This design comes from an exercise in tuning for small area, a short achievable clock period and few clock cycles per item on the open sky130 flow, not from production work. The RTL was checked by simulation tests, not by an equivalence proof against the original design.

==> flow/design.v <==
package bch_542_pkg;
    localparam int MSG_W = 512;
    localparam int PAR_W = 30;
    localparam int CW_W  = 542;
    localparam int M     = 10;
    localparam logic [M:0] PRIM_POLY = 11'h409;
    localparam logic [PAR_W:0] GEN_POLY = 31'h50A91113;
    localparam logic [PAR_W-1:0] G_LOW = GEN_POLY[PAR_W-1:0];
    function automatic logic [PAR_W-1:0] lfsr_step_n(input logic [PAR_W-1:0] rem,
                                                     input logic [255:0] data, input int n);
        logic [PAR_W-1:0] r;
        logic             fb;
        r = rem;
        for (int i = 255; i >= 0; i--) begin
            if (i < n) begin
                fb = r[PAR_W-1] ^ data[i];
                r  = {r[PAR_W-2:0], 1'b0} ^ (fb ? G_LOW : '0);
            end
        end
        lfsr_step_n = r;
    endfunction
endpackage
import bch_542_pkg::*;
module bch_par_lfsr
#(
    parameter int BEAT_W = 128
) (
    input  logic [PAR_W-1:0]  rem_i,
    input  logic [BEAT_W-1:0] data_i,
    output logic [PAR_W-1:0]  rem_o
);
    logic [127:0] dx;
    assign dx = data_i ^ {rem_i, 98'b0};
    logic t128, t129, t130, t131, t132, t133, t134, t135, t136, t137, t138, t139, t140, t141, t142, t143, t144, t145, t146, t147, t148, t149, t150, t151, t152, t153, t154, t155, t156, t157, t158, t159, t160, t161, t162, t163, t164, t165, t166, t167, t168, t169, t170, t171, t172, t173, t174, t175, t176, t177, t178, t179, t180, t181, t182, t183, t184, t185, t186, t187, t188, t189, t190, t191, t192, t193, t194, t195, t196, t197, t198, t199, t200, t201, t202, t203, t204, t205, t206, t207, t208, t209, t210, t211, t212, t213, t214, t215, t216, t217, t218, t219, t220, t221, t222, t223, t224, t225, t226, t227, t228, t229, t230, t231, t232, t233, t234, t235, t236, t237, t238, t239, t240, t241, t242, t243, t244, t245, t246, t247, t248, t249, t250, t251, t252, t253, t254, t255, t256, t257, t258, t259, t260, t261, t262, t263, t264, t265, t266, t267, t268, t269, t270, t271, t272, t273, t274, t275, t276, t277, t278, t279, t280, t281, t282, t283, t284, t285, t286, t287, t288, t289, t290, t291, t292, t293, t294, t295, t296, t297, t298, t299, t300, t301, t302, t303, t304, t305, t306, t307, t308, t309, t310, t311, t312, t313, t314, t315, t316, t317, t318, t319, t320, t321, t322, t323, t324, t325, t326, t327, t328, t329, t330, t331, t332, t333, t334, t335, t336, t337, t338, t339, t340, t341, t342, t343, t344, t345, t346, t347, t348, t349, t350, t351, t352, t353, t354, t355, t356, t357, t358, t359, t360, t361, t362, t363, t364, t365, t366, t367, t368, t369, t370, t371, t372, t373, t374, t375, t376, t377, t378, t379, t380, t381, t382, t383, t384, t385, t386, t387, t388, t389, t390, t391, t392, t393, t394, t395, t396, t397, t398, t399, t400, t401, t402, t403, t404, t405, t406, t407, t408, t409, t410, t411, t412, t413, t414, t415, t416, t417, t418, t419, t420, t421, t422, t423, t424, t425, t426, t427, t428, t429, t430, t431, t432, t433, t434, t435, t436, t437, t438, t439, t440, t441, t442, t443, t444, t445, t446, t447, t448, t449, t450, t451, t452, t453, t454, t455, t456, t457, t458, t459, t460, t461, t462, t463, t464, t465, t466, t467, t468, t469, t470, t471, t472, t473, t474, t475, t476, t477, t478, t479, t480, t481, t482, t483, t484, t485, t486, t487, t488, t489, t490, t491, t492, t493, t494, t495, t496, t497, t498, t499, t500, t501, t502, t503, t504, t505, t506, t507, t508, t509, t510, t511, t512, t513, t514, t515, t516, t517, t518, t519, t520, t521, t522, t523, t524, t525, t526, t527, t528, t529, t530, t531, t532, t533, t534, t535, t536, t537, t538, t539, t540, t541, t542, t543, t544, t545, t546, t547, t548, t549, t550, t551, t552, t553, t554, t555, t556, t557, t558, t559, t560, t561, t562, t563, t564, t565, t566, t567, t568, t569, t570, t571, t572, t573, t574, t575, t576, t577, t578, t579, t580, t581, t582, t583, t584, t585, t586, t587, t588, t589, t590, t591, t592, t593, t594, t595, t596, t597, t598, t599, t600, t601, t602, t603, t604, t605, t606, t607, t608, t609, t610, t611, t612, t613, t614, t615, t616, t617, t618, t619, t620, t621, t622, t623, t624, t625, t626, t627, t628, t629, t630, t631, t632, t633, t634, t635, t636, t637, t638, t639, t640, t641, t642, t643, t644, t645, t646, t647, t648, t649, t650, t651, t652, t653, t654, t655, t656, t657, t658, t659, t660, t661, t662, t663, t664, t665, t666, t667, t668, t669, t670, t671, t672, t673, t674, t675, t676, t677, t678, t679, t680, t681, t682, t683, t684, t685, t686, t687, t688, t689, t690, t691, t692, t693, t694, t695, t696, t697, t698, t699, t700, t701, t702, t703, t704, t705, t706, t707, t708, t709, t710, t711, t712, t713, t714, t715, t716, t717, t718, t719, t720, t721, t722, t723, t724, t725, t726, t727, t728, t729, t730, t731, t732, t733, t734, t735, t736, t737, t738, t739, t740, t741, t742, t743, t744, t745, t746, t747, t748, t749, t750, t751, t752, t753, t754, t755, t756, t757, t758, t759, t760, t761, t762, t763, t764, t765, t766, t767, t768, t769, t770, t771, t772, t773, t774, t775, t776, t777, t778, t779, t780, t781, t782, t783, t784, t785, t786, t787, t788, t789, t790, t791, t792, t793, t794, t795, t796, t797, t798, t799, t800, t801, t802, t803, t804, t805, t806, t807, t808, t809, t810, t811, t812, t813, t814, t815, t816, t817, t818, t819, t820, t821, t822, t823, t824, t825, t826, t827, t828, t829, t830, t831, t832, t833, t834, t835, t836, t837, t838, t839, t840, t841, t842, t843, t844, t845, t846, t847, t848, t849, t850, t851, t852, t853, t854, t855, t856, t857, t858, t859, t860, t861, t862, t863, t864, t865, t866, t867, t868, t869, t870, t871, t872, t873, t874, t875;
    assign t128 = dx[12] ^ dx[99];
    assign t129 = dx[113] ^ dx[114];
    assign t130 = dx[26] ^ dx[115];
    assign t131 = dx[88] ^ dx[112];
    assign t132 = dx[10] ^ dx[50];
    assign t133 = dx[11] ^ dx[51];
    assign t134 = dx[36] ^ dx[53];
    assign t135 = dx[58] ^ dx[91];
    assign t136 = dx[79] ^ dx[82];
    assign t137 = dx[80] ^ dx[83];
    assign t138 = dx[13] ^ dx[100];
    assign t139 = dx[3] ^ dx[59];
    assign t140 = dx[4] ^ dx[60];
    assign t141 = dx[5] ^ dx[61];
    assign t142 = dx[25] ^ dx[27];
    assign t143 = dx[44] ^ dx[93];
    assign t144 = dx[81] ^ dx[90];
    assign t145 = dx[92] ^ dx[98];
    assign t146 = dx[52] ^ t128;
    assign t147 = dx[8] ^ dx[64];
    assign t148 = dx[32] ^ dx[37];
    assign t149 = dx[35] ^ dx[45];
    assign t150 = dx[87] ^ dx[89];
    assign t151 = dx[2] ^ dx[42];
    assign t152 = dx[6] ^ dx[46];
    assign t153 = dx[70] ^ dx[97];
    assign t154 = dx[86] ^ dx[120];
    assign t155 = dx[23] ^ t131;
    assign t156 = dx[24] ^ t129;
    assign t157 = dx[7] ^ dx[63];
    assign t158 = dx[9] ^ dx[49];
    assign t159 = dx[33] ^ dx[38];
    assign t160 = dx[71] ^ dx[125];
    assign t161 = dx[72] ^ dx[126];
    assign t162 = dx[121] ^ t137;
    assign t163 = t140 ^ t143;
    assign t164 = dx[116] ^ t138;
    assign t165 = dx[28] ^ dx[62];
    assign t166 = dx[19] ^ dx[122];
    assign t167 = dx[20] ^ dx[123];
    assign t168 = dx[21] ^ dx[124];
    assign t169 = dx[43] ^ t133;
    assign t170 = dx[48] ^ dx[110];
    assign t171 = dx[54] ^ dx[106];
    assign t172 = dx[56] ^ t136;
    assign t173 = dx[84] ^ t144;
    assign t174 = dx[68] ^ t130;
    assign t175 = t139 ^ t145;
    assign t176 = t146 ^ t151;
    assign t177 = dx[0] ^ dx[40];
    assign t178 = dx[1] ^ dx[41];
    assign t179 = dx[18] ^ dx[57];
    assign t180 = dx[30] ^ dx[69];
    assign t181 = dx[17] ^ dx[104];
    assign t182 = dx[22] ^ dx[111];
    assign t183 = dx[29] ^ t147;
    assign t184 = dx[31] ^ t134;
    assign t185 = dx[34] ^ t149;
    assign t186 = dx[47] ^ dx[109];
    assign t187 = dx[65] ^ t132;
    assign t188 = dx[78] ^ t135;
    assign t189 = dx[85] ^ t141;
    assign t190 = dx[94] ^ dx[127];
    assign t191 = dx[77] ^ t155;
    assign t192 = dx[66] ^ dx[67];
    assign t193 = dx[14] ^ dx[101];
    assign t194 = dx[15] ^ dx[102];
    assign t195 = dx[16] ^ dx[103];
    assign t196 = dx[55] ^ t159;
    assign t197 = dx[73] ^ dx[118];
    assign t198 = dx[74] ^ dx[119];
    assign t199 = dx[76] ^ t150;
    assign t200 = dx[105] ^ t142;
    assign t201 = dx[107] ^ t148;
    assign t202 = dx[108] ^ t152;
    assign t203 = dx[117] ^ t153;
    assign t204 = dx[75] ^ t160;
    assign t205 = t154 ^ t172;
    assign t206 = t157 ^ t163;
    assign t207 = t158 ^ t187;
    assign t208 = t162 ^ t179;
    assign t209 = t169 ^ t175;
    assign t210 = dx[27] ^ t189;
    assign t211 = dx[99] ^ t183;
    assign t212 = dx[115] ^ t171;
    assign t213 = t165 ^ t166;
    assign t214 = t170 ^ t177;
    assign t215 = t182 ^ t199;
    assign t216 = dx[89] ^ t156;
    assign t217 = dx[95] ^ t174;
    assign t218 = t164 ^ t173;
    assign t219 = t176 ^ t188;
    assign t220 = t178 ^ t209;
    assign t221 = dx[9] ^ dx[96];
    assign t222 = dx[79] ^ dx[104];
    assign t223 = dx[97] ^ t135;
    assign t224 = dx[103] ^ t180;
    assign t225 = dx[110] ^ dx[116];
    assign t226 = t133 ^ t192;
    assign t227 = dx[54] ^ t202;
    assign t228 = dx[60] ^ t168;
    assign t229 = dx[82] ^ t161;
    assign t230 = dx[92] ^ t196;
    assign t231 = dx[109] ^ t130;
    assign t232 = dx[111] ^ t181;
    assign t233 = dx[112] ^ t200;
    assign t234 = dx[121] ^ t167;
    assign t235 = t134 ^ t161;
    assign t236 = t139 ^ t197;
    assign t237 = t185 ^ t194;
    assign t238 = t195 ^ t198;
    assign t239 = dx[62] ^ t191;
    assign t240 = dx[95] ^ t218;
    assign t241 = dx[2] ^ dx[55];
    assign t242 = dx[12] ^ dx[52];
    assign t243 = dx[15] ^ dx[75];
    assign t244 = dx[23] ^ dx[24];
    assign t245 = dx[31] ^ dx[45];
    assign t246 = dx[34] ^ dx[35];
    assign t247 = dx[53] ^ dx[80];
    assign t248 = dx[63] ^ dx[76];
    assign t249 = dx[30] ^ dx[122];
    assign t250 = dx[37] ^ dx[107];
    assign t251 = dx[46] ^ t136;
    assign t252 = dx[48] ^ t158;
    assign t253 = dx[61] ^ dx[106];
    assign t254 = dx[65] ^ t221;
    assign t255 = dx[66] ^ dx[100];
    assign t256 = dx[67] ^ t142;
    assign t257 = dx[69] ^ t157;
    assign t258 = dx[72] ^ t152;
    assign t259 = dx[81] ^ dx[120];
    assign t260 = dx[85] ^ t132;
    assign t261 = dx[94] ^ t137;
    assign t262 = dx[122] ^ t148;
    assign t263 = dx[124] ^ t143;
    assign t264 = dx[25] ^ t190;
    assign t265 = dx[39] ^ t186;
    assign t266 = dx[40] ^ t154;
    assign t267 = dx[57] ^ t201;
    assign t268 = dx[86] ^ t184;
    assign t269 = dx[123] ^ t166;
    assign t270 = dx[125] ^ t259;
    assign t271 = t140 ^ t173;
    assign t272 = t141 ^ t250;
    assign t273 = t142 ^ t181;
    assign t274 = t149 ^ t167;
    assign t275 = t165 ^ t190;
    assign t276 = t168 ^ t193;
    assign t277 = dx[13] ^ t208;
    assign t278 = dx[33] ^ t205;
    assign t279 = dx[50] ^ t156;
    assign t280 = dx[78] ^ t164;
    assign t281 = dx[83] ^ t236;
    assign t282 = dx[84] ^ t204;
    assign t283 = dx[102] ^ t207;
    assign t284 = dx[105] ^ t210;
    assign t285 = dx[117] ^ t229;
    assign t286 = t129 ^ t213;
    assign t287 = t131 ^ t238;
    assign t288 = t144 ^ t212;
    assign t289 = t203 ^ t214;
    assign t290 = t211 ^ t241;
    assign t291 = dx[108] ^ t216;
    assign t292 = dx[114] ^ t176;
    assign t293 = t155 ^ t219;
    assign t294 = dx[0] ^ dx[96];
    assign t295 = dx[1] ^ dx[91];
    assign t296 = dx[3] ^ dx[71];
    assign t297 = dx[6] ^ dx[16];
    assign t298 = dx[8] ^ dx[36];
    assign t299 = dx[11] ^ dx[90];
    assign t300 = dx[14] ^ dx[26];
    assign t301 = dx[17] ^ dx[64];
    assign t302 = dx[22] ^ dx[47];
    assign t303 = dx[24] ^ dx[58];
    assign t304 = dx[28] ^ dx[88];
    assign t305 = dx[29] ^ dx[41];
    assign t306 = dx[34] ^ dx[51];
    assign t307 = dx[38] ^ dx[91];
    assign t308 = dx[43] ^ dx[47];
    assign t309 = dx[44] ^ dx[74];
    assign t310 = dx[56] ^ dx[73];
    assign t311 = dx[71] ^ dx[97];
    assign t312 = dx[77] ^ dx[87];
    assign t313 = dx[10] ^ dx[114];
    assign t314 = dx[19] ^ t192;
    assign t315 = dx[28] ^ t153;
    assign t316 = dx[31] ^ dx[115];
    assign t317 = dx[39] ^ t159;
    assign t318 = dx[43] ^ t136;
    assign t319 = dx[59] ^ dx[98];
    assign t320 = dx[61] ^ dx[101];
    assign t321 = dx[68] ^ dx[108];
    assign t322 = dx[70] ^ dx[118];
    assign t323 = dx[73] ^ t303;
    assign t324 = dx[81] ^ t153;
    assign t325 = dx[86] ^ t245;
    assign t326 = dx[87] ^ dx[124];
    assign t327 = dx[89] ^ dx[101];
    assign t328 = dx[90] ^ dx[126];
    assign t329 = dx[96] ^ dx[112];
    assign t330 = dx[107] ^ t151;
    assign t331 = dx[113] ^ t244;
    assign t332 = dx[113] ^ t246;
    assign t333 = dx[119] ^ t307;
    assign t334 = dx[126] ^ t306;
    assign t335 = dx[127] ^ t150;
    assign t336 = t177 ^ t242;
    assign t337 = t178 ^ t179;
    assign t338 = t180 ^ t247;
    assign t339 = t248 ^ t297;
    assign t340 = dx[7] ^ t224;
    assign t341 = dx[18] ^ t130;
    assign t342 = dx[20] ^ t196;
    assign t343 = dx[23] ^ t163;
    assign t344 = dx[30] ^ t189;
    assign t345 = dx[42] ^ t249;
    assign t346 = dx[55] ^ t186;
    assign t347 = dx[80] ^ t172;
    assign t348 = dx[88] ^ t193;
    assign t349 = dx[93] ^ t128;
    assign t350 = dx[94] ^ t162;
    assign t351 = dx[98] ^ t226;
    assign t352 = dx[102] ^ t223;
    assign t353 = dx[105] ^ t160;
    assign t354 = dx[123] ^ t169;
    assign t355 = t132 ^ t198;
    assign t356 = t135 ^ t199;
    assign t357 = t138 ^ t148;
    assign t358 = t145 ^ t184;
    assign t359 = t147 ^ t203;
    assign t360 = t150 ^ t185;
    assign t361 = t154 ^ t183;
    assign t362 = t167 ^ t257;
    assign t363 = t168 ^ t253;
    assign t364 = t170 ^ t328;
    assign t365 = t171 ^ t186;
    assign t366 = t182 ^ t184;
    assign t367 = t188 ^ t256;
    assign t368 = t197 ^ t201;
    assign t369 = t200 ^ t202;
    assign t370 = t201 ^ t243;
    assign t371 = t222 ^ t316;
    assign t372 = t225 ^ t324;
    assign t373 = t255 ^ t304;
    assign t374 = t260 ^ t262;
    assign t375 = t261 ^ t308;
    assign t376 = dx[21] ^ t214;
    assign t377 = dx[29] ^ t146;
    assign t378 = dx[37] ^ t207;
    assign t379 = dx[39] ^ t231;
    assign t380 = dx[49] ^ t264;
    assign t381 = dx[54] ^ t174;
    assign t382 = dx[66] ^ t232;
    assign t383 = dx[67] ^ t156;
    assign t384 = dx[74] ^ t234;
    assign t385 = dx[75] ^ t206;
    assign t386 = dx[125] ^ t235;
    assign t387 = dx[127] ^ t233;
    assign t388 = t134 ^ t274;
    assign t389 = t147 ^ t174;
    assign t390 = t175 ^ t258;
    assign t391 = t185 ^ t267;
    assign t392 = t194 ^ t353;
    assign t393 = t195 ^ t210;
    assign t394 = t204 ^ t317;
    assign t395 = t205 ^ t228;
    assign t396 = t206 ^ t273;
    assign t397 = t215 ^ t270;
    assign t398 = t215 ^ t320;
    assign t399 = t223 ^ t237;
    assign t400 = t227 ^ t265;
    assign t401 = t228 ^ t364;
    assign t402 = t230 ^ t269;
    assign t403 = t230 ^ t275;
    assign t404 = t231 ^ t326;
    assign t405 = t233 ^ t337;
    assign t406 = t251 ^ t266;
    assign t407 = t276 ^ t343;
    assign t408 = dx[25] ^ t286;
    assign t409 = dx[96] ^ t280;
    assign t410 = t191 ^ t289;
    assign t411 = t206 ^ t217;
    assign t412 = t208 ^ t285;
    assign t413 = t213 ^ t287;
    assign t414 = t225 ^ t277;
    assign t415 = t272 ^ t399;
    assign t416 = t278 ^ t294;
    assign t417 = t279 ^ t386;
    assign t418 = t284 ^ t318;
    assign t419 = t288 ^ t407;
    assign t420 = t290 ^ t296;
    assign t421 = dx[69] ^ t240;
    assign t422 = t219 ^ t237;
    assign t423 = t220 ^ t239;
    assign t424 = t239 ^ t268;
    assign t425 = t291 ^ t401;
    assign t426 = t292 ^ t421;
    assign t427 = t293 ^ t397;
    assign t428 = dx[35] ^ dx[36];
    assign t429 = dx[79] ^ t428;
    assign t430 = t193 ^ t323;
    assign t431 = t429 ^ t361;
    assign t432 = t430 ^ t378;
    assign t433 = t396 ^ t400;
    assign t434 = t403 ^ t431;
    assign t435 = t410 ^ t432;
    assign t436 = t433 ^ t434;
    assign t437 = t435 ^ t436;
    assign t438 = t426 ^ t437;
    assign t439 = dx[116] ^ dx[121];
    assign t440 = t309 ^ t311;
    assign t441 = t129 ^ t197;
    assign t442 = t335 ^ t338;
    assign t443 = t439 ^ t440;
    assign t444 = t227 ^ t271;
    assign t445 = t341 ^ t441;
    assign t446 = t442 ^ t443;
    assign t447 = t284 ^ t382;
    assign t448 = t444 ^ t445;
    assign t449 = t446 ^ t416;
    assign t450 = t447 ^ t448;
    assign t451 = t422 ^ t423;
    assign t452 = t449 ^ t450;
    assign t453 = t451 ^ t452;
    assign t454 = t295 ^ t203;
    assign t455 = t208 ^ t268;
    assign t456 = t346 ^ t360;
    assign t457 = t454 ^ t176;
    assign t458 = t280 ^ t288;
    assign t459 = t383 ^ t385;
    assign t460 = t390 ^ t455;
    assign t461 = t456 ^ t413;
    assign t462 = t418 ^ t457;
    assign t463 = t458 ^ t459;
    assign t464 = t460 ^ t461;
    assign t465 = t462 ^ t463;
    assign t466 = t464 ^ t465;
    assign t467 = dx[68] ^ dx[117];
    assign t468 = t141 ^ t152;
    assign t469 = t145 ^ t170;
    assign t470 = t181 ^ t467;
    assign t471 = t468 ^ t205;
    assign t472 = t212 ^ t348;
    assign t473 = t356 ^ t368;
    assign t474 = t375 ^ t469;
    assign t475 = t470 ^ t218;
    assign t476 = t385 ^ t388;
    assign t477 = t471 ^ t472;
    assign t478 = t473 ^ t474;
    assign t479 = t408 ^ t420;
    assign t480 = t475 ^ t476;
    assign t481 = t477 ^ t478;
    assign t482 = t479 ^ t480;
    assign t483 = t481 ^ t482;
    assign t484 = dx[72] ^ dx[110];
    assign t485 = t244 ^ t194;
    assign t486 = t315 ^ t330;
    assign t487 = t336 ^ t484;
    assign t488 = t232 ^ t236;
    assign t489 = t274 ^ t344;
    assign t490 = t355 ^ t356;
    assign t491 = t485 ^ t486;
    assign t492 = t487 ^ t277;
    assign t493 = t379 ^ t387;
    assign t494 = t395 ^ t488;
    assign t495 = t489 ^ t490;
    assign t496 = t491 ^ t492;
    assign t497 = t493 ^ t494;
    assign t498 = t495 ^ t496;
    assign t499 = t497 ^ t498;
    assign t500 = dx[29] ^ dx[113];
    assign t501 = t300 ^ t312;
    assign t502 = t323 ^ t500;
    assign t503 = t501 ^ t204;
    assign t504 = t266 ^ t271;
    assign t505 = t363 ^ t366;
    assign t506 = t369 ^ t502;
    assign t507 = t503 ^ t504;
    assign t508 = t505 ^ t506;
    assign t509 = t220 ^ t413;
    assign t510 = t414 ^ t507;
    assign t511 = t508 ^ t509;
    assign t512 = t510 ^ t511;
    assign t513 = dx[59] ^ dx[84];
    assign t514 = t300 ^ t305;
    assign t515 = t513 ^ t514;
    assign t516 = t344 ^ t365;
    assign t517 = t370 ^ t515;
    assign t518 = t285 ^ t286;
    assign t519 = t384 ^ t396;
    assign t520 = t516 ^ t517;
    assign t521 = t518 ^ t519;
    assign t522 = t520 ^ t521;
    assign t523 = t427 ^ t522;
    assign t524 = dx[53] ^ dx[107];
    assign t525 = t243 ^ t138;
    assign t526 = t183 ^ t325;
    assign t527 = t339 ^ t524;
    assign t528 = t234 ^ t341;
    assign t529 = t345 ^ t525;
    assign t530 = t526 ^ t527;
    assign t531 = t191 ^ t281;
    assign t532 = t403 ^ t528;
    assign t533 = t529 ^ t530;
    assign t534 = t418 ^ t531;
    assign t535 = t532 ^ t533;
    assign t536 = t425 ^ t534;
    assign t537 = t535 ^ t536;
    assign t538 = dx[16] ^ t180;
    assign t539 = t298 ^ t310;
    assign t540 = t332 ^ t538;
    assign t541 = t539 ^ t355;
    assign t542 = t357 ^ t363;
    assign t543 = t371 ^ t375;
    assign t544 = t540 ^ t289;
    assign t545 = t402 ^ t541;
    assign t546 = t542 ^ t543;
    assign t547 = t544 ^ t545;
    assign t548 = t546 ^ t547;
    assign t549 = t427 ^ t548;
    assign t550 = dx[17] ^ dx[105];
    assign t551 = dx[120] ^ dx[126];
    assign t552 = t246 ^ t193;
    assign t553 = t252 ^ t263;
    assign t554 = t322 ^ t550;
    assign t555 = t551 ^ t267;
    assign t556 = t347 ^ t366;
    assign t557 = t552 ^ t553;
    assign t558 = t554 ^ t216;
    assign t559 = t384 ^ t394;
    assign t560 = t555 ^ t556;
    assign t561 = t557 ^ t240;
    assign t562 = t558 ^ t559;
    assign t563 = t560 ^ t423;
    assign t564 = t561 ^ t562;
    assign t565 = t563 ^ t564;
    assign t566 = dx[36] ^ dx[40];
    assign t567 = dx[119] ^ t248;
    assign t568 = t566 ^ t329;
    assign t569 = t567 ^ t374;
    assign t570 = t568 ^ t380;
    assign t571 = t394 ^ t569;
    assign t572 = t291 ^ t412;
    assign t573 = t419 ^ t570;
    assign t574 = t571 ^ t422;
    assign t575 = t572 ^ t573;
    assign t576 = t574 ^ t575;
    assign t577 = dx[22] ^ dx[41];
    assign t578 = dx[64] ^ dx[76];
    assign t579 = dx[77] ^ t577;
    assign t580 = t578 ^ t169;
    assign t581 = t195 ^ t579;
    assign t582 = t264 ^ t580;
    assign t583 = t581 ^ t281;
    assign t584 = t379 ^ t402;
    assign t585 = t406 ^ t582;
    assign t586 = t240 ^ t415;
    assign t587 = t417 ^ t583;
    assign t588 = t584 ^ t585;
    assign t589 = t586 ^ t587;
    assign t590 = t588 ^ t589;
    assign t591 = dx[24] ^ dx[41];
    assign t592 = t144 ^ t591;
    assign t593 = t138 ^ t188;
    assign t594 = t252 ^ t260;
    assign t595 = t315 ^ t319;
    assign t596 = t334 ^ t592;
    assign t597 = t350 ^ t362;
    assign t598 = t593 ^ t594;
    assign t599 = t595 ^ t596;
    assign t600 = t287 ^ t290;
    assign t601 = t404 ^ t597;
    assign t602 = t598 ^ t599;
    assign t603 = t416 ^ t600;
    assign t604 = t601 ^ t602;
    assign t605 = t603 ^ t604;
    assign t606 = dx[52] ^ dx[57];
    assign t607 = dx[95] ^ dx[100];
    assign t608 = t133 ^ t295;
    assign t609 = t606 ^ t162;
    assign t610 = t332 ^ t335;
    assign t611 = t607 ^ t608;
    assign t612 = t175 ^ t207;
    assign t613 = t211 ^ t273;
    assign t614 = t345 ^ t348;
    assign t615 = t372 ^ t609;
    assign t616 = t610 ^ t611;
    assign t617 = t282 ^ t395;
    assign t618 = t612 ^ t613;
    assign t619 = t614 ^ t615;
    assign t620 = t616 ^ t617;
    assign t621 = t618 ^ t619;
    assign t622 = t620 ^ t621;
    assign t623 = dx[26] ^ dx[2];
    assign t624 = dx[35] ^ dx[58];
    assign t625 = dx[85] ^ dx[93];
    assign t626 = dx[114] ^ t221;
    assign t627 = t623 ^ t624;
    assign t628 = t625 ^ t187;
    assign t629 = t249 ^ t626;
    assign t630 = t627 ^ t146;
    assign t631 = t271 ^ t354;
    assign t632 = t358 ^ t373;
    assign t633 = t628 ^ t629;
    assign t634 = t392 ^ t398;
    assign t635 = t630 ^ t631;
    assign t636 = t632 ^ t633;
    assign t637 = t412 ^ t634;
    assign t638 = t635 ^ t636;
    assign t639 = t637 ^ t638;
    assign t640 = dx[10] ^ t173;
    assign t641 = t190 ^ t226;
    assign t642 = t263 ^ t327;
    assign t643 = t212 ^ t229;
    assign t644 = t269 ^ t352;
    assign t645 = t357 ^ t640;
    assign t646 = t641 ^ t642;
    assign t647 = t281 ^ t377;
    assign t648 = t393 ^ t643;
    assign t649 = t644 ^ t645;
    assign t650 = t646 ^ t647;
    assign t651 = t648 ^ t649;
    assign t652 = t424 ^ t650;
    assign t653 = t651 ^ t652;
    assign t654 = dx[11] ^ dx[32];
    assign t655 = dx[83] ^ dx[85];
    assign t656 = t150 ^ t654;
    assign t657 = t655 ^ t129;
    assign t658 = t198 ^ t251;
    assign t659 = t263 ^ t319;
    assign t660 = t321 ^ t330;
    assign t661 = t656 ^ t211;
    assign t662 = t265 ^ t270;
    assign t663 = t340 ^ t367;
    assign t664 = t657 ^ t658;
    assign t665 = t659 ^ t660;
    assign t666 = t283 ^ t388;
    assign t667 = t661 ^ t662;
    assign t668 = t663 ^ t664;
    assign t669 = t665 ^ t410;
    assign t670 = t666 ^ t667;
    assign t671 = t668 ^ t669;
    assign t672 = t670 ^ t671;
    assign t673 = dx[33] ^ dx[78];
    assign t674 = dx[104] ^ dx[111];
    assign t675 = t245 ^ t298;
    assign t676 = t673 ^ t128;
    assign t677 = t186 ^ t224;
    assign t678 = t322 ^ t674;
    assign t679 = t675 ^ t350;
    assign t680 = t373 ^ t676;
    assign t681 = t677 ^ t678;
    assign t682 = t282 ^ t378;
    assign t683 = t381 ^ t406;
    assign t684 = t679 ^ t680;
    assign t685 = t681 ^ t220;
    assign t686 = t682 ^ t683;
    assign t687 = t684 ^ t425;
    assign t688 = t685 ^ t686;
    assign t689 = t687 ^ t688;
    assign t690 = dx[34] ^ dx[46];
    assign t691 = dx[70] ^ t158;
    assign t692 = t305 ^ t690;
    assign t693 = t160 ^ t161;
    assign t694 = t162 ^ t163;
    assign t695 = t170 ^ t226;
    assign t696 = t333 ^ t691;
    assign t697 = t692 ^ t346;
    assign t698 = t371 ^ t374;
    assign t699 = t693 ^ t694;
    assign t700 = t695 ^ t696;
    assign t701 = t387 ^ t398;
    assign t702 = t697 ^ t698;
    assign t703 = t699 ^ t700;
    assign t704 = t701 ^ t702;
    assign t705 = t703 ^ t704;
    assign t706 = t426 ^ t705;
    assign t707 = dx[45] ^ dx[109];
    assign t708 = t177 ^ t180;
    assign t709 = t171 ^ t189;
    assign t710 = t254 ^ t262;
    assign t711 = t707 ^ t708;
    assign t712 = t232 ^ t235;
    assign t713 = t347 ^ t352;
    assign t714 = t354 ^ t369;
    assign t715 = t709 ^ t710;
    assign t716 = t711 ^ t383;
    assign t717 = t712 ^ t713;
    assign t718 = t714 ^ t715;
    assign t719 = t411 ^ t420;
    assign t720 = t716 ^ t717;
    assign t721 = t718 ^ t719;
    assign t722 = t720 ^ t721;
    assign t723 = dx[44] ^ dx[4];
    assign t724 = dx[123] ^ dx[124];
    assign t725 = t137 ^ t242;
    assign t726 = t310 ^ t723;
    assign t727 = t196 ^ t254;
    assign t728 = t255 ^ t313;
    assign t729 = t325 ^ t724;
    assign t730 = t725 ^ t726;
    assign t731 = t272 ^ t275;
    assign t732 = t340 ^ t365;
    assign t733 = t372 ^ t727;
    assign t734 = t728 ^ t729;
    assign t735 = t730 ^ t389;
    assign t736 = t390 ^ t405;
    assign t737 = t731 ^ t732;
    assign t738 = t733 ^ t734;
    assign t739 = t735 ^ t736;
    assign t740 = t737 ^ t738;
    assign t741 = t739 ^ t740;
    assign t742 = dx[14] ^ dx[5];
    assign t743 = dx[100] ^ dx[111];
    assign t744 = t299 ^ t301;
    assign t745 = t309 ^ t742;
    assign t746 = t160 ^ t171;
    assign t747 = t314 ^ t336;
    assign t748 = t743 ^ t744;
    assign t749 = t745 ^ t358;
    assign t750 = t746 ^ t747;
    assign t751 = t748 ^ t191;
    assign t752 = t278 ^ t279;
    assign t753 = t380 ^ t391;
    assign t754 = t404 ^ t749;
    assign t755 = t750 ^ t751;
    assign t756 = t752 ^ t753;
    assign t757 = t754 ^ t755;
    assign t758 = t756 ^ t757;
    assign t759 = dx[51] ^ dx[65];
    assign t760 = dx[101] ^ t178;
    assign t761 = t759 ^ t131;
    assign t762 = t760 ^ t227;
    assign t763 = t342 ^ t349;
    assign t764 = t360 ^ t367;
    assign t765 = t370 ^ t761;
    assign t766 = t217 ^ t762;
    assign t767 = t763 ^ t764;
    assign t768 = t765 ^ t414;
    assign t769 = t417 ^ t766;
    assign t770 = t767 ^ t768;
    assign t771 = t769 ^ t770;
    assign t772 = dx[56] ^ dx[59];
    assign t773 = dx[62] ^ dx[77];
    assign t774 = t153 ^ t772;
    assign t775 = t773 ^ t128;
    assign t776 = t163 ^ t166;
    assign t777 = t327 ^ t329;
    assign t778 = t331 ^ t334;
    assign t779 = t339 ^ t774;
    assign t780 = t361 ^ t775;
    assign t781 = t776 ^ t777;
    assign t782 = t778 ^ t779;
    assign t783 = t217 ^ t283;
    assign t784 = t376 ^ t382;
    assign t785 = t780 ^ t781;
    assign t786 = t782 ^ t783;
    assign t787 = t784 ^ t785;
    assign t788 = t786 ^ t787;
    assign t789 = dx[52] ^ dx[60];
    assign t790 = dx[90] ^ t141;
    assign t791 = t149 ^ t157;
    assign t792 = t301 ^ t311;
    assign t793 = t312 ^ t789;
    assign t794 = t182 ^ t190;
    assign t795 = t224 ^ t790;
    assign t796 = t791 ^ t792;
    assign t797 = t793 ^ t156;
    assign t798 = t234 ^ t351;
    assign t799 = t794 ^ t795;
    assign t800 = t796 ^ t283;
    assign t801 = t405 ^ t797;
    assign t802 = t798 ^ t799;
    assign t803 = t409 ^ t800;
    assign t804 = t801 ^ t802;
    assign t805 = t803 ^ t804;
    assign t806 = dx[18] ^ dx[103];
    assign t807 = t184 ^ t187;
    assign t808 = t222 ^ t253;
    assign t809 = t258 ^ t806;
    assign t810 = t276 ^ t351;
    assign t811 = t359 ^ t807;
    assign t812 = t808 ^ t809;
    assign t813 = t217 ^ t810;
    assign t814 = t811 ^ t812;
    assign t815 = t408 ^ t813;
    assign t816 = t814 ^ t293;
    assign t817 = t815 ^ t816;
    assign t818 = dx[27] ^ dx[62];
    assign t819 = t247 ^ t302;
    assign t820 = t818 ^ t222;
    assign t821 = t254 ^ t314;
    assign t822 = t819 ^ t164;
    assign t823 = t362 ^ t368;
    assign t824 = t820 ^ t821;
    assign t825 = t209 ^ t216;
    assign t826 = t377 ^ t381;
    assign t827 = t392 ^ t822;
    assign t828 = t823 ^ t824;
    assign t829 = t825 ^ t826;
    assign t830 = t827 ^ t828;
    assign t831 = t829 ^ t830;
    assign t832 = dx[28] ^ dx[48];
    assign t833 = dx[63] ^ t192;
    assign t834 = t832 ^ t161;
    assign t835 = t200 ^ t313;
    assign t836 = t321 ^ t338;
    assign t837 = t833 ^ t146;
    assign t838 = t164 ^ t238;
    assign t839 = t342 ^ t359;
    assign t840 = t834 ^ t835;
    assign t841 = t836 ^ t837;
    assign t842 = t838 ^ t839;
    assign t843 = t840 ^ t419;
    assign t844 = t841 ^ t842;
    assign t845 = t843 ^ t844;
    assign t846 = dx[8] ^ dx[106];
    assign t847 = dx[118] ^ t132;
    assign t848 = t159 ^ t299;
    assign t849 = t302 ^ t145;
    assign t850 = t172 ^ t202;
    assign t851 = t256 ^ t846;
    assign t852 = t847 ^ t848;
    assign t853 = t849 ^ t850;
    assign t854 = t851 ^ t852;
    assign t855 = t282 ^ t376;
    assign t856 = t853 ^ t854;
    assign t857 = t292 ^ t411;
    assign t858 = t415 ^ t855;
    assign t859 = t856 ^ t424;
    assign t860 = t857 ^ t858;
    assign t861 = t859 ^ t860;
    assign t862 = t165 ^ t252;
    assign t863 = t257 ^ t261;
    assign t864 = t331 ^ t333;
    assign t865 = t215 ^ t235;
    assign t866 = t349 ^ t862;
    assign t867 = t863 ^ t864;
    assign t868 = t389 ^ t391;
    assign t869 = t393 ^ t400;
    assign t870 = t865 ^ t866;
    assign t871 = t867 ^ t220;
    assign t872 = t409 ^ t868;
    assign t873 = t869 ^ t870;
    assign t874 = t871 ^ t872;
    assign t875 = t873 ^ t874;
    assign rem_o[0] = t438;
    assign rem_o[1] = t453;
    assign rem_o[2] = t466;
    assign rem_o[3] = t483;
    assign rem_o[4] = t499;
    assign rem_o[5] = t512;
    assign rem_o[6] = t523;
    assign rem_o[7] = t537;
    assign rem_o[8] = t549;
    assign rem_o[9] = t565;
    assign rem_o[10] = t576;
    assign rem_o[11] = t590;
    assign rem_o[12] = t605;
    assign rem_o[13] = t622;
    assign rem_o[14] = t639;
    assign rem_o[15] = t653;
    assign rem_o[16] = t672;
    assign rem_o[17] = t689;
    assign rem_o[18] = t706;
    assign rem_o[19] = t722;
    assign rem_o[20] = t741;
    assign rem_o[21] = t758;
    assign rem_o[22] = t771;
    assign rem_o[23] = t788;
    assign rem_o[24] = t805;
    assign rem_o[25] = t817;
    assign rem_o[26] = t831;
    assign rem_o[27] = t845;
    assign rem_o[28] = t861;
    assign rem_o[29] = t875;
endmodule
import bch_542_pkg::*;
module bch_encoder_seq
#(
    parameter int BEAT_W = 128
) (
    input  logic              clk,
    input  logic              rst_n,
    input  logic              in_valid,
    output logic              in_ready,
    input  logic [BEAT_W-1:0] in_data,
    output logic              out_valid,
    input  logic              out_ready,
    output logic [CW_W-1:0]   out_codeword,
    output logic              busy
);
    logic [1:0]        cnt_q, cnt_d;      
    logic              pend_q, pend_d;    
    logic              rdy_q, busy_q;
    logic              in_fire;
    logic [BEAT_W-1:0] skid_q, m0_q, m1_q, m2_q, m3_q;
    logic [PAR_W-1:0]  rem_q, par_q, rem_src, rem_d;
    assign in_fire = in_valid & rdy_q;
    assign rem_src = (cnt_q == 2'd0) ? '0 : rem_q;
    bch_par_lfsr #(.BEAT_W(BEAT_W)) u_lfsr (
        .rem_i  (rem_src),
        .data_i (in_data),
        .rem_o  (rem_d)
    );
    assign cnt_d  = cnt_q + {1'b0, in_fire};
    assign pend_d = (pend_q & ~out_ready) | (in_fire & (cnt_q == 2'd3));
    always_ff @(posedge clk or negedge rst_n) begin
        if (!rst_n) begin
            cnt_q  <= 2'd0;
            pend_q <= 1'b0;
            rdy_q  <= 1'b1;
            busy_q <= 1'b0;
        end else begin
            cnt_q  <= cnt_d;
            pend_q <= pend_d;
            rdy_q  <= (cnt_d == 2'd0) | ~pend_d;
            busy_q <= (cnt_d != 2'd0) | pend_d;
        end
    end
    always_ff @(posedge clk) begin
        if (cnt_q == 2'd0)            skid_q <= in_data;
        if (!pend_q)                  m0_q   <= skid_q;
        if (!pend_q && cnt_q == 2'd1) m1_q   <= in_data;
        if (!pend_q && cnt_q == 2'd2) m2_q   <= in_data;
        if (!pend_q && cnt_q == 2'd3) m3_q   <= in_data;
        if (in_fire)                  rem_q  <= rem_d;
        if (in_fire && cnt_q == 2'd3) par_q  <= rem_d;
    end
    assign in_ready     = rdy_q;
    assign busy         = busy_q;
    assign out_valid    = pend_q;
    assign out_codeword = {m0_q, m1_q, m2_q, m3_q, par_q};
endmodule
==> flow/flow/run.sh <==
#!/bin/bash
# Standard layout, with single-drive port buffers and a tighter setup target for repair.
set -euo pipefail
export BUFFER_PORTS_ARGS="-buffer_cell sky130_fd_sc_hd__buf_1"
export SETUP_SLACK_MARGIN=0
bash standard.sh > standard.log 2>&1
==> flow/standard.sh <==
#!/bin/bash
# synth_recipe.tcl (not shown) runs the flow's synth.tcl, then flattens the netlist and writes it again
# the make line also repeats each setting of config.mk as NAME=value (left out here)
make -C /OpenROAD-flow-scripts/flow DESIGN_CONFIG=/design/flow/config.mk WORK_HOME=/design/flow/orfs CLKGATE_MAP_FILE= SYNTH_SCRIPT=/design/flow/synth_recipe.tcl "${@:-finish}"
==> flow/config.mk <==
export PLATFORM = sky130hd
export DESIGN_NAME = bch_encoder_seq
export DESIGN_NICKNAME = bch_encoder_seq
export VERILOG_FILES = /design/flow/design.v
export SDC_FILE = /design/flow/constraint.sdc
export NUM_CORES = 4
export LEC_CHECK = 0
export CAP_MARGIN = 20
export CORE_MARGIN = 2
export CORE_UTILIZATION = 40
export SLEW_MARGIN = 20
==> flow/constraint.sdc <==
create_clock -name core_clock -period 14.0 [get_ports {clk}]
set_input_delay 2.8000 -clock core_clock [delete_from_list [all_inputs] [get_ports {clk}]]
set_output_delay 2.8000 -clock core_clock [all_outputs]
set_load 0.01 [all_outputs]
==> key figures, run 1 <==
Layout
  – Post-route insts no fill: 3295
  – Final core utilization: 0.4874
  – Area of the multi-input gates: between 9000 and 10000 sq um
  – Ant diodes: 0
  – Share of cells above drive strength 1: 0.08761
  – Fin nets: around 2400
  – Fill cells: ~6500
  – Cell area after layout: roughly 37000 sq um
  – Reg area: 21150 sq um
  – Area growth from synthesis to layout: 21.00%

Clock tree
  – Post-cts sizing count: 0
  – H-tree Lvls: 3
  – CTS Sinks: ~700
  – CTS Hold Bufs: 0
  – Post-CTS Setup Bufs: 0
  – Root Driver: clkbuf_16
  – CTS tree: built
  – Inserted Clock Buffers: 76
  – Clock buffer depth: 3
  – Clock latency on the worst-skew pair: 0.64 ns
  – Clk slew on worst S/H paths: around 0.06 ns

Logic synthesis
  – Register area share after synthesis: 0.6936
  – Largest family of logic cells by synthesized area: XOR/XNOR gates
  – Syn_nets: between 1500 and 2000
  – Post-Synth Adder-Cell Area: 0.0004104
  – Yosys reg bits: between 700 and 800
  – Top post-synthesis cells by area: edfxtp_1 69%, xnor3_1 11%, xnor2_1 11%, xor2_1 3.5%, xor3_1 1.6%
  – Synth Area in Compound Gates: 0.008207
  – Commonest cells post-synth: 700 x edfxtp_1, 370 x xnor2_1, 155 x xnor3_1
  – Average instance area after synthesis: ~21 sq um
  – Multiplexer share of the synthesized area: 0
  – Leading area contributor after synthesis: edfxtp_1
  – Syn. warnings: 1
  – Most used DFF post-synth: edfxtp_1
  – Mapped Cells: 1487
  – Most numerous cell in the Yosys netlist: edfxtp_1
  – Post-Synth Simple-Gate Area: 0.003119
  – Post-synth EDFFs: 700
  – FFs w/ async S/R, synth: 0.007092
  – Library cells used by synthesis: 31
  – Synthesized area: between 30000 and 40000 sq um
  – XOR/XNOR Fraction of Synth Area: 0.2890
  – Area share of the largest cell type after synthesis: 0.6894

Worst setup path
  – Critical path arrival: ~6 ns
  – Crit path depth: 7
  – RR Startpoint: cnt_q[0]
  – Crit Path Max Fanout: 6
  – CP endpoint kind: flop
  – Worst Path Buf+Inv: 1
  – Critical-path cell list: buf_1, xnor2_1, xnor2_2, xnor3_2, xnor3_1, xnor3_1, xnor2_1
  – Critical path type: input port to flop
  – R2r worst-path depth: 7
  – CP required: 14.38 ns
  – Top delay family on crit path: XOR/XNOR gates
  – Slowest-stage cell, CP: xnor2_2
  – CP peak stage delay: 0.54 ns
  – Reg2reg end: rem_q[29]
  – R2R setup slack: around 9.9 ns
  – Critical Path Start Type: input port

STA
  – Period minus WS final: 5.603 ns
  – Headroom to the max-slew limit: 0.2385
  – Setup TNS: 0 ns
  – F_max: around 180 MHz
  – RSZ-0062 raised after global routing: no
  – Final worst slack: roughly 8.4 ns
  – Worst slew pin tran: about 1.1 ns
  – Fin crit share: 0.4002
  – Max-slew violation count: 0
  – WHS: ~0.40 ns
  – Endpoints failing hold: 0
  – Clock Skews: 0.02751 ns
  – Setup-failing EPs final: 0

Hold path
  – Hold Path Depth: 0
  – Endpoint, Worst Hold: m0_q[98]
  – Worst hold start: skid_q[98]
  – Worst hold path class: flop to flop

Placed design
  – Post-DP Area: between 30000 and 40000 sq um
  – Cells after DPL: around 3200
  – Setup WS pre-CTS: slightly below 8 ns
  – Port Buffers: about 680
  – GP Congestion: roughly 1
  – HPWL after DPL: approximately 76000 microns

Outcome
  – Outcome: complete, no violations

Die
  – Core area: ~76000 sq um
  – FP Rows: around 100
  – Die area: around 80000 sq um
  – I/O pin cnt: between 600 and 700
  – Initial Utilization: 0.4028
  – Die Y: around 280 microns
  – Die Width: 280.1 microns

GRT
  – GRT overflow: 0
  – Vias in the first global route: 16520
  – Gr usage total: 0.2501
  – Largest net degree at the start of global routing: 63
  – Antenna violations before repair: 2
  – First-pass GRT wire length: 134100 microns

Route
  – DR vias: 16470
  – Post-route DRC: 0
  – Initial drt markers: around 1500
  – DRT antenna net count: 0
  – Vias per inst: between 4 and 5
  – Mean routed wirelength per cell: a little over 30 microns
  – DRT Pass-1 Iters: 5
  – Final wirelength: ~100000 microns

Run
  – Max cap viols: 0
-- cells in the final DEF, fill, tap and decap left out, drive strengths merged --
master,n
inv,5
nor3b,2
bufinv,3
xnor2,379
o21bai,1
xor3,25
clkinv,33
xor2,131
and3,2
clkinvlp,3
xnor3,159
and2,1
edfxtp,700
o21a,14
nor2,14
or3,1
buf,728
dfstp,1
clkbuf,93
dfrtp,4
ha,1
o21ai,17
-- final cells by class --
cell class / count / share of cell area
repair buffers: 728 / 0.07939
multi-input cells: 747 / 0.2491
inverters: 1 / 0.0002374
clock buffers: 93 / 0.05328
flip-flops and latches: 705 / 0.5732
clock inverters: 43 / 0.01163
well taps: 978 / 0.03317
-- registers in the layout, summed over array words and instances, names as in the netlist --
register / count
busy_q: 1
cnt_q: 2
m0_q: 128
m1_q: 128
m2_q: 128
m3_q: 128
par_q: 30
pend_q: 1
rdy_q: 1
rem_q: 30
skid_q: 128
-- how the worst max path moves through the flow --
| stage | start | to | slack (ns) |
|---|---|---|---|
| 5_1_grt | in_data[26] | par_q[25] | 8.36 |
| 4_1_cts | in_data[13] | par_q[0] | 8.40 |
| 6_report | in_data[13] | par_q[0] | 8.40 |
| 3_5_place_dp | in_data[26] | rem_q[25] | 7.76 |
| 3_3_place_gp | in_data[13] | par_q[0] | 7.74 |
| 2_1_floorplan | cnt_q[1] | m2_q[0] | 3.04 |
-- kinds of logic (layout without fill, tap and decap cells) --
family | count (synthesis) | in the layout
fa+ha+maj | 1 | 1
flops | 705 | 705
compound gates | 32 | 32
simple gates | 20 | 20
xor+xnor | 694 | 694
buf+inv | 35 | 865
-- metal layers --
layer	routed length [microns]	track usage	share of wire
met1	39720	0.3213	0.40
met2	49110	0.4150	0.49
met3	6738	0.04988	0.067
met4	4305	0.1053	0.043
met5	0	0	0
Testbench counts, summed over its fixed seeds: cycles 2,056, items 512.
==> run 2, diff against run 1 <==
--- a/flow/flow/run.sh
+++ b/flow/flow/run.sh
@@ -3,4 +3,4 @@
 set -euo pipefail
 export BUFFER_PORTS_ARGS="-buffer_cell sky130_fd_sc_hd__buf_1"
-export SETUP_SLACK_MARGIN=0
+export SETUP_SLACK_MARGIN=9
 bash standard.sh > standard.log 2>&1
==> run 2 against run 1 <==
Synthesized cell count is the same. Count of clock-buffer cells in the layout shrank 12. Maximum frequency grew 9.7%. Design area grew 2.8%. Critical path type unchanged. Critical endpoint is now rem_q[15].
==> key figures, run 2 <==
Worst setup path
  – Critical path type: input port to flop
  – CP Launch Point: in_data[51]
  – Worst Path Buf+Inv: 1
  – Crit path depth: 7
  – CP required: roughly 14 ns
  – CP endpoint kind: flop
  – Critical Path Start Type: input port
  – Top delay family on crit path: XOR/XNOR gates
  – Slowest-stage cell, CP: xnor2_1
  – Critical-path cell list: buf_1, xnor2_1, xnor2_1, xnor3_1, xnor2_1, xnor2_1, xnor3_1
  – Critical path arrival: between 5 and 6 ns
  – CP peak stage delay: roughly 0.70 ns
  – Reg2reg end: par_q[4]
  – R2r worst-path depth: 8
  – Worst Setup EP: rem_q[15]
  – Crit Path Max Fanout: 8
  – R2R setup slack: just over 10 ns
  – RR Startpoint: cnt_q[0]
  – Crit path top cell by count: xnor2_1

Clock tree
  – Root Driver: clkbuf_16
  – CTS Hold Bufs: 0
  – Clock buffer depth: 3
  – Clk slew on worst S/H paths: approximately 0.060 ns
  – Clock latency on the worst-skew pair: between 0.6 and 0.7 ns
  – H-tree Lvls: 3
  – CTS Sinks: 705
  – CTS tree: built
  – Inserted Clock Buffers: 75

STA
  – Period minus WS final: ~5.1 ns
  – Clock Skews: between 0.015 and 0.02 ns
  – RSZ-0062 raised after global routing: yes
  – Endpoints failing hold: 0
  – Max-slew violation count: 0
  – Headroom to the max-slew limit: 0.3156
  – Worst slew pin tran: approximately 1 ns
  – Fin crit share: 0.3649
  – F_max: around 200 MHz
  – Setup-failing EPs final: 0
  – Setup TNS: 0 ns
  – Final worst slack: ~8.9 ns

Route
  – Final wirelength: 99940 microns
  – DRT antenna net count: 0
  – Post-route DRC: 0
  – Vias per inst: between 4 and 5
  – Initial drt markers: between 1000 and 1500
  – DR vias: 16530
  – DRT Pass-1 Iters: 7
  – Mean routed wirelength per cell: just over 30 microns

Logic synthesis
  – Top post-synthesis cells by area: edfxtp_1 69%, xnor3_1 11%, xnor2_1 11%, xor2_1 3.5%, xor3_1 1.6%
  – Register area share after synthesis: 0.6936
  – Syn_nets: 1620
  – Area share of the largest cell type after synthesis: 0.6894
  – Commonest cells post-synth: 700 x edfxtp_1, 370 x xnor2_1, 155 x xnor3_1
  – Library cells used by synthesis: 31
  – FFs w/ async S/R, synth: 0.007092
  – Average instance area after synthesis: 20.50 sq um
  – Syn. warnings: 1
  – Most used DFF post-synth: edfxtp_1
  – Yosys reg bits: about 710
  – Leading area contributor after synthesis: edfxtp_1
  – Synthesized area: ~30000 sq um
  – Most numerous cell in the Yosys netlist: edfxtp_1
  – Mapped Cells: approximately 1500
  – Post-synth EDFFs: 700

Layout
  – Share of cells above drive strength 1: 0.1491
  – Fin nets: 2409
  – Most frequent cells in the layout: 700 x edfxtp_1, 623 x buf_1, 329 x xnor2_1
  – Area growth from synthesis to layout: 24.35%
  – Post-route insts no fill: 3312
  – Ant diodes: 0
  – Most common cell after layout, fill and taps aside: edfxtp_1

Die
  – I/O pin cnt: a little under 700
  – Core area: between 70000 and 80000 sq um
  – Die Y: 280.1 microns
  – FP Rows: 101
  – Die Width: between 200 and 300 microns
  – Die area: 78450 sq um
  – Initial Utilization: 0.4028

GRT
  – First-pass GRT wire length: about 130000 microns
  – Largest net degree at the start of global routing: 69
  – Antenna violations before repair: 2
  – Gr usage total: 0.2511
  – Met3 Use GR: 0.05321
  – M1 GR Usage: 0.3210
  – Most used routing layer: met2
  – GRT overflow: 0
  – GR Util met2: 0.4162
  – Vias in the first global route: 16650

Placed design
  – HPWL after DPL: between 70000 and 80000 microns
  – Port Buffers: 676
  – Cells after DPL: 3160
  – GP Congestion: slightly below 1
  – Setup WS pre-CTS: about 7.5 ns

Hold path
  – Worst hold path class: flop to flop

Run
  – Max cap viols: 0

Outcome
  – Outcome: complete, no violations
==> run 2: worst min path at each step <==
stage,end,slack (ns),start,depth (start not counted)
floorplan,m0_q[0],0.40,skid_q[0],0
global placement,m0_q[108],0.40,skid_q[108],0
detailed placement,m0_q[121],0.40,skid_q[121],0
CTS,m0_q[28],0.40,skid_q[28],0
global route,m0_q[64],0.41,skid_q[64],0
finish,m0_q[79],0.41,skid_q[79],0
==> run 2: metal layers <==
metal	routed length, microns	vias up
met4	4513	0
li1	-	7044
met2	48870	767
met1	40070	8532
met3	6486	184
met5	0	-
==> run 2: cell type report <==
| cell class | instances | area (sq um) |
|---|---|---|
| Fill cell | 6346 | 37780 |
| Sequential cell | 705 | 21150 |
| Multi-Input combinational cell | 747 | 9908 |
| Timing Repair Buffer | 746 | 3173 |
| Clock buffer | 81 | 1921 |
| Tap cell | 978 | 1224 |
| Clock inverter | 54 | 534.3 |
| Inverter | 1 | 7.507 |
==> run 2: stage by stage <==
| stage | area [sq um] | utilization | hold WS (ns) |
|---|---|---|---|
| final | 37910 | 0.5009 | 0.4055 |
| after global routing | 37910 | 0.5009 | 0.4105 |
| after CTS | 37640 | 0.4973 | 0.3977 |
| after detailed placement | 34620 | 0.4573 | 0.4045 |
| after global placement | 34620 | 0.4573 | 0.4002 |
| after floorplan | 30630 | - | 0.4003 |
==> run 2: repair_timing <==
item,4_1_cts,5_1_grt
cloned,0,0
setup endpoints to repair,58,46
pin swaps,9,11
resized for setup,107,38
buffers inserted,10,7
==> run 2: cells by family (layout without fill, tap and decap cells) <==
logic type / Yosys count / count (layout) / synth area share
flip-flops: 705 / 705 / 0.6936
buffers and inverters: 35 / 882 / 0.005704
AO/OA/AOI/OAI: 32 / 32 / 0.008207
AND/OR/NAND/NOR: 20 / 20 / 0.003119
XOR/XNOR: 694 / 694 / 0.2890
adder cells (fa/ha/maj): 1 / 1 / 0.0004103
==> run 3, diff against run 2 <==
==> flow/run.sh (new file) <==
#!/bin/bash
# synth_recipe.tcl (not shown) runs the flow's synth.tcl, then flattens the netlist and writes it again
# the make line also repeats each setting of config.mk as NAME=value (left out here)
make -C /OpenROAD-flow-scripts/flow DESIGN_CONFIG=/design/flow/config.mk WORK_HOME=/design/flow/orfs CLKGATE_MAP_FILE= SYNTH_SCRIPT=/design/flow/synth_recipe.tcl finish
removed: flow/flow/run.sh
removed: flow/standard.sh
==> run 3 against run 2 <==
Critical path type unchanged. Via count fell by 0.23%. Non-clock buffer count fell by 32. Critical path depth did not move. Die area did not move. Cell count fell by 0.75%. Still clean on timing, DRC and antenna. Worst setup slack got worse by 1.2 ns. Design area rose by 8.8%.
==> key figures, run 3 <==
STA
  – Fin crit share: 0.4496
  – Clock Skews: 0.03893 ns
  – Headroom to the max-slew limit: 0.2589
  – Final worst slack: between 7 and 8 ns
  – F_max: approximately 160 MHz
  – WHS: about 0.39 ns
  – Endpoints failing hold: 0
  – Worst slew pin tran: between 1 and 1.5 ns
  – Period minus WS final: 6.294 ns
  – Max-slew violation count: 0
  – Setup TNS: 0 ns
  – RSZ-0062 raised after global routing: no
  – Setup-failing EPs final: 0

Worst setup path
  – RR Startpoint: cnt_q[0]
  – Critical path arrival: approximately 6.7 ns
  – CP required: 14.42 ns
  – Critical Path Start Type: input port
  – CP Launch Point: in_data[58]
  – Slowest-stage cell, CP: clkdlybuf4s50_1
  – CP endpoint kind: flop
  – Crit path top cell by count: xnor3_1
  – CP peak stage delay: slightly above 0.8 ns
  – Crit Path Max Fanout: 8
  – Critical-path cell list: clkdlybuf4s50_1, xor3_2, xor3_1, xnor3_1, xnor3_1, xnor3_1, xnor2_1
  – Critical path type: input port to flop

GRT
  – GRT overflow: 0
  – Gr usage total: 0.2658
  – Antenna violations before repair: 1
  – First-pass GRT wire length: between 100000 and 150000 microns
  – Largest net degree at the start of global routing: 129
  – Vias in the first global route: around 17000

Logic synthesis
  – Syn_nets: ~1600
  – Commonest cells post-synth: 700 x edfxtp_1, 370 x xnor2_1, 155 x xnor3_1
  – Synth Area in Compound Gates: 0.008207
  – Average instance area after synthesis: roughly 21 sq um
  – Syn. warnings: 1
  – FFs w/ async S/R, synth: 0.007092
  – Leading area contributor after synthesis: edfxtp_1
  – Yosys reg bits: roughly 710
  – Synthesized area: 30490 sq um
  – Post-synth EDFFs: 700
  – Most numerous cell in the Yosys netlist: edfxtp_1
  – XOR/XNOR Fraction of Synth Area: 0.2890
  – Library cells used by synthesis: 31
  – Largest family of logic cells by synthesized area: XOR/XNOR gates
  – Most used DFF post-synth: edfxtp_1
  – Multiplexer share of the synthesized area: 0
  – Top post-synthesis cells by area: edfxtp_1 69%, xnor3_1 11%, xnor2_1 11%, xor2_1 3.5%, xor3_1 1.6%
  – Mapped Cells: 1487
  – Register area share after synthesis: 0.6936
  – Post-Synth Simple-Gate Area: 0.003119
  – Post-Synth Adder-Cell Area: 0.0004104
  – Area share of the largest cell type after synthesis: 0.6894

Die
  – Die Y: ~280 microns
  – FP Rows: ~100
  – Initial Utilization: 0.4028
  – Die area: between 70000 and 80000 sq um
  – Core area: roughly 76000 sq um
  – I/O pin cnt: between 600 and 700
  – Die Width: around 280 microns

Clock tree
  – CTS Sinks: ~710
  – Inserted Clock Buffers: 77
  – Root Driver: clkbuf_16
  – CTS tree: built
  – Post-CTS Setup Bufs: 0
  – H-tree Lvls: 3
  – Post-cts sizing count: 0
  – Clock buffer depth: 3
  – Clock latency on the worst-skew pair: 0.64 ns
  – Clk slew on worst S/H paths: 0.06 ns
  – CTS Hold Bufs: 0

Placed design
  – Setup WS pre-CTS: ~7 ns
  – HPWL after DPL: 80150 microns
  – Post-DP Area: slightly below 40000 sq um
  – Port Buffers: between 600 and 700
  – GP Congestion: between 0.9 and 1

Route
  – DR vias: around 16000
  – DRT antenna net count: 0
  – Initial drt markers: between 1000 and 1500
  – DRT Pass-1 Iters: 5
  – Final wirelength: ~110000 microns
  – Vias per inst: about 5.0
  – Mean routed wirelength per cell: about 32 microns
  – Post-route DRC: 0

Layout
  – Cell area after layout: 41240 sq um
  – Area of the multi-input gates: slightly above 9000 sq um
  – Ant diodes: 0
  – Share of cells above drive strength 1: 0.08359
  – Most frequent cells in the layout: 700 x edfxtp_1, 676 x clkdlybuf4s50_1, 370 x xnor2_1
  – Most common cell after layout, fill and taps aside: edfxtp_1
  – Area growth from synthesis to layout: 35.26%
  – Fin nets: about 2400
  – Fill cells: about 6000
  – Reg area: ~21000 sq um

Outcome
  – Outcome: complete, no violations

Hold path
  – Worst hold path class: flop to flop
  – Worst hold start: skid_q[71]

Run
  – Max cap viols: 0
[run 3: area by class of cell]
| class | count | area share |
|---|---|---|
| tap | 978 | 0.02967 |
| sequential | 705 | 0.5128 |
| clock buffer | 88 | 0.04772 |
| timing repair buffer | 714 | 0.1716 |
| clock inverter | 54 | 0.01520 |
| multi-input combinational | 747 | 0.2228 |
| inverter | 1 | 0.0002124 |
[run 3: metrics by stage]
stage,std cells,util
after floorplan,1487,-
after detailed placement,3145,0.5105
after CTS,3287,0.5448
after global placement,3145,0.5105
after global routing,3287,0.5448
final,3287,0.5448
[run 3: worst paths after layout]
kind,to,slack [ns],depth (start not counted)
worst max register to register,par_q[29],9.65,7
worst min register to register,m0_q[71],0.39,0
max in group asynchronous,rdy_q,11.35,1
worst min-delay path,m0_q[71],0.39,0
worst max-delay path,par_q[12],7.71,7
min in group asynchronous,pend_q,2.39,1
[run 3: cells by family after synthesis]
logic type,count (synthesis)
buffers and inverters,35
adders and majority gates,1
and+or+nand+nor,20
AOI/OAI and AO/OA,32
DFF,705
xor gates and xnor gates,694
[run 3: per-layer routing]
metal,track usage,part of all wire
met3,0.05729,0.074
met5,0,0.00011
met4,0.07871,0.029
met1,0.3449,0.40
met2,0.4494,0.50
[run 3: critical path: cells and delay by family]
family / cells / cell delay (ns)
xor gates and xnor gates: 6 / 3.09
buffers and inverters: 1 / 0.82

==> re-timing with driven ports <==
The flow's constraints put no driver on any port. The routed layouts listed below were extracted and timed again, unchanged, in two steps.
Step 1: set_driving_cell puts a clkbuf_16 on clk and a buf_2 on each other input, an assumption about the parent block.
Step 2 adds t to the input delays and takes it off the output delays; t is the mean of the earliest and latest rising clock arrival at the registers after step 1. Input paths then give back, and output paths get back, about the clock's delay inside the block.
Three values: ideal ports, drivers, drivers and shift; two values: the first two.
run | t, ns | setup slack, ns | worst slew at a driven data input, ns
run 1 | 0.693 | 8.397 / 8.436 / 7.743 | 0.06
run 2 | 0.686 | 8.891 / 8.929 / 8.243 | 0.08
run 3 | 0.689 | 7.706 / 7.741 / 7.053 | 0.07
After both steps setup and hold are still met in every run listed. The setup slack of run 1, which loses most, moves by +0.039 ns with the drivers and by -0.654 ns with both steps.
